From an optimization exercise on the open Yosys and OpenROAD flow, aimed at small area, a short achievable clock period and few clock cycles per item; shortcuts taken in it are not production practice. Only simulation tests tie the RTL to the original design; equivalence was not proved. Power figures rest on the tool's default switching activity, not on a simulated workload.

the baseline:
Design key_value_table, start of the top module:
module key_value_table
(
    input  logic        i_clk,
    input  logic        i_rst_n,
    input  logic        i_s_axis_tvalid,
    output logic        o_s_axis_tready,
    input  logic [63:0] i_s_axis_tdata,    
    input  logic [1:0]  i_s_axis_tuser,    
    output logic        o_m_axis_tvalid,
    input  logic        i_m_axis_tready,
    output logic [31:0] o_m_axis_tdata,    
    output logic [1:0]  o_m_axis_tuser     
);
Size: roughly 2700 cells after synthesis, about 110 I/O pins, roughly 46000 um2 of cells after synthesis.
Settings: LEC_CHECK=0, CAP_MARGIN=20, CORE_MARGIN=2, CORE_UTILIZATION=40, CTS_CLUSTER_DIAMETER=100, CTS_CLUSTER_SIZE=25, PLACE_DENSITY=0.8, SETUP_SLACK_MARGIN=2.0, SLEW_MARGIN=20, TNS_END_PERCENT=5; clock period 4.0 ns.
standard.sh (not shown) runs the stock make flow with config.mk's settings and CLKGATE_MAP_FILE= SYNTH_SCRIPT=/design/flow/synth_recipe.tcl, a recipe that flattens the netlist after the stock synthesis.
==> flow/flow/run.sh <==
#!/bin/bash
# The standard layout (standard.sh: the ORFS flow and its standard
# synthesis, unchanged) with one difference: the port buffers that ORFS adds
# before global placement are sky130_fd_sc_hd__buf_2 instead of the default
# delay cell, so every input and output still has its own buffer.
set -euo pipefail
export BUFFER_PORTS_ARGS="-buffer_cell sky130_fd_sc_hd__buf_2"
bash standard.sh > standard_flow.log 2>&1
Having completed the whole flow, the baseline delivered a layout that passed the timing, DRC and antenna checks.
Testbench counts of the baseline, summed over its fixed seeds: cycles 9,616, items 9,600.
The inputs of the candidate differ from those of the baseline as listed below.
Settings: TNS_END_PERCENT changed from 5 to 10; PLACE_DENSITY removed (was 0.8).
--- a/flow/flow/run.sh
+++ b/flow/flow/run.sh
@@ -4 +4 @@
-# before global placement are sky130_fd_sc_hd__buf_2 instead of the default
+# before global placement are sky130_fd_sc_hd__buf_4 instead of the default
@@ -7 +7 @@
-export BUFFER_PORTS_ARGS="-buffer_cell sky130_fd_sc_hd__buf_2"
+export BUFFER_PORTS_ARGS="-buffer_cell sky130_fd_sc_hd__buf_4"
## What came out
- Relative to the baseline, the candidate improves fmax.
- Of the candidate and the baseline, the higher via count belongs to the baseline.
- [the candidate vs the baseline] maximum fanout along the worst path: higher in the candidate
- | detailed-route wire length | the candidate vs the baseline | about 5% higher |

========
## job 101
key_value_table, a different RTL version from the one above (not shown whole).
For scale: ~2700 cells after synthesis, about 1200 flip-flops, roughly 110 I/O pins, roughly 46000 um2 of cells after synthesis.
==> flow/config.mk <==
export PLATFORM = sky130hd
export DESIGN_NAME = key_value_table
export DESIGN_NICKNAME = key_value_table
export VERILOG_FILES = /design/flow/design.v
export SDC_FILE = /design/flow/constraint.sdc
export NUM_CORES = 4
export LEC_CHECK = 0
export CAP_MARGIN = 20
export CORE_MARGIN = 2
export CORE_UTILIZATION = 40
export CTS_CLUSTER_DIAMETER = 80
export CTS_CLUSTER_SIZE = 20
export SETUP_SLACK_MARGIN = 2.0
export SLEW_MARGIN = 20
export TNS_END_PERCENT = 5
==> flow/constraint.sdc <==
create_clock -name core_clock -period 4.0 [get_ports {i_clk}]
set_input_delay 0.8000 -clock core_clock [delete_from_list [all_inputs] [get_ports {i_clk}]]
set_output_delay 0.8000 -clock core_clock [all_outputs]
set_load 0.01 [all_outputs]
==> flow/flow/run.sh <==
#!/bin/bash
# The standard layout (standard.sh: the ORFS flow and its standard
# synthesis, unchanged) with one difference: the port buffers that ORFS adds
# before global placement are sky130_fd_sc_hd__buf_2 instead of the default
# delay cell, so every input and output still has its own buffer.
set -euo pipefail
export BUFFER_PORTS_ARGS="-buffer_cell sky130_fd_sc_hd__buf_2"
bash standard.sh > standard_flow.log 2>&1
Testbench counts of job 101, summed over its fixed seeds: cycles 9,616, items 9,600.
Modified inputs, job 102 compared to job 101
Settings: changing CTS_CLUSTER_SIZE from 20 to 25; changing CTS_CLUSTER_DIAMETER from 80 to 100.
[summary]
- As far as number of slew-limit violations in the final report goes, job 102 and job 101 are indistinguishable; the numbers are identical.
- Part of the cycle the worst path needs: lower on job 102
- Per the comparison of job 102 with job 101, setup slack of the critical path after layout picked up an extra 39 ps; post-detailed-route wirelength per cell has increased.
- Job 102 — maximum vdd ir drop 26% lower, job 101 as reference
- Of job 101 and job 102, the run reporting the higher via count of the first global-routing pass was job 101.
- Job 101 has a lower fraction of met2 tracks used by global routing than job 102.
- In job 102, global-route wire length before repair is lower than in job 101.
- Slew at the pin with the worst max-slew slack: job 102 vs job 101 down 32 ps
- Compared job 102 vs job 101, and peak clock frequency supported by timing is up in job 102.
Changes in job 103 relative to job 102:
Settings: an added ABC_AREA of 1.
--- outcome ---
- Comparing job 102 and job 103, total power divided by cell area is lower on job 103.
- Job 103 — maximum number of pins on one net before global-route repair 21 lower, job 102 as reference
- Power: job 102 and job 103 compared, higher one is job 103
- For job 102, the slowest cell on the critical path was sky130_fd_sc_hd__or4_1, unlike job 103, where it was sky130_fd_sc_hd__edfxtp_1.
- Job 103 vs job 102: met2 capacity usage during global routing up in job 103
- Relative to job 102, the final setup slack of the worst path of job 103 is lower by 11 ps.
- Compared to job 102, job 103 has cell area about 4% higher.
- Shortest period the worst path allows (job 103 over job 102): increase, 11 ps
- The global-route wire length before repair in job 102 is 0.897 times that in job 103.

port drivers added, routing unchanged:
In the flow no input, the clock included, has a driving cell. The finished layouts below were timed again as built, in two steps. Step 1, drivers: a clkbuf_16 drives i_clk and a buf_2 each remaining input, both assumed. Step 2 moves the port delays by t, midway between the first and last clock arrival at a register: inputs arrive t later, outputs are due t later. That takes back most of the time a late clock gives input paths. Slacks: ideal / step 1 / step 2; pairs: ideal / step 1.
| run | shift t [ns] | setup WS [ns] | latest minus earliest clock arrival (ns) | worst data-port slew with drivers (ns) |
|---|---|---|---|---|
| the baseline | 0.733 | 1.744 / 1.744 / 1.063 | 0.048 / 0.048 | 0.18 |
| the candidate | 0.741 | 1.836 / 1.836 / 1.141 | 0.050 / 0.050 | 0.06 |
| job 101 | 0.722 | 1.758 / 1.766 / 1.081 | 0.051 / 0.051 | 0.07 |
| job 102 | 0.762 | 1.797 / 1.769 / 1.091 | 0.049 / 0.049 | 0.07 |
| job 103 | 0.762 | 1.787 / 1.714 / 1.051 | 0.083 / 0.083 | 0.13 |
After both steps setup and hold are still met in every run listed. For job 103, which loses most, drivers alone change the setup slack by -0.073 ns; drivers and shift together by -0.736 ns.
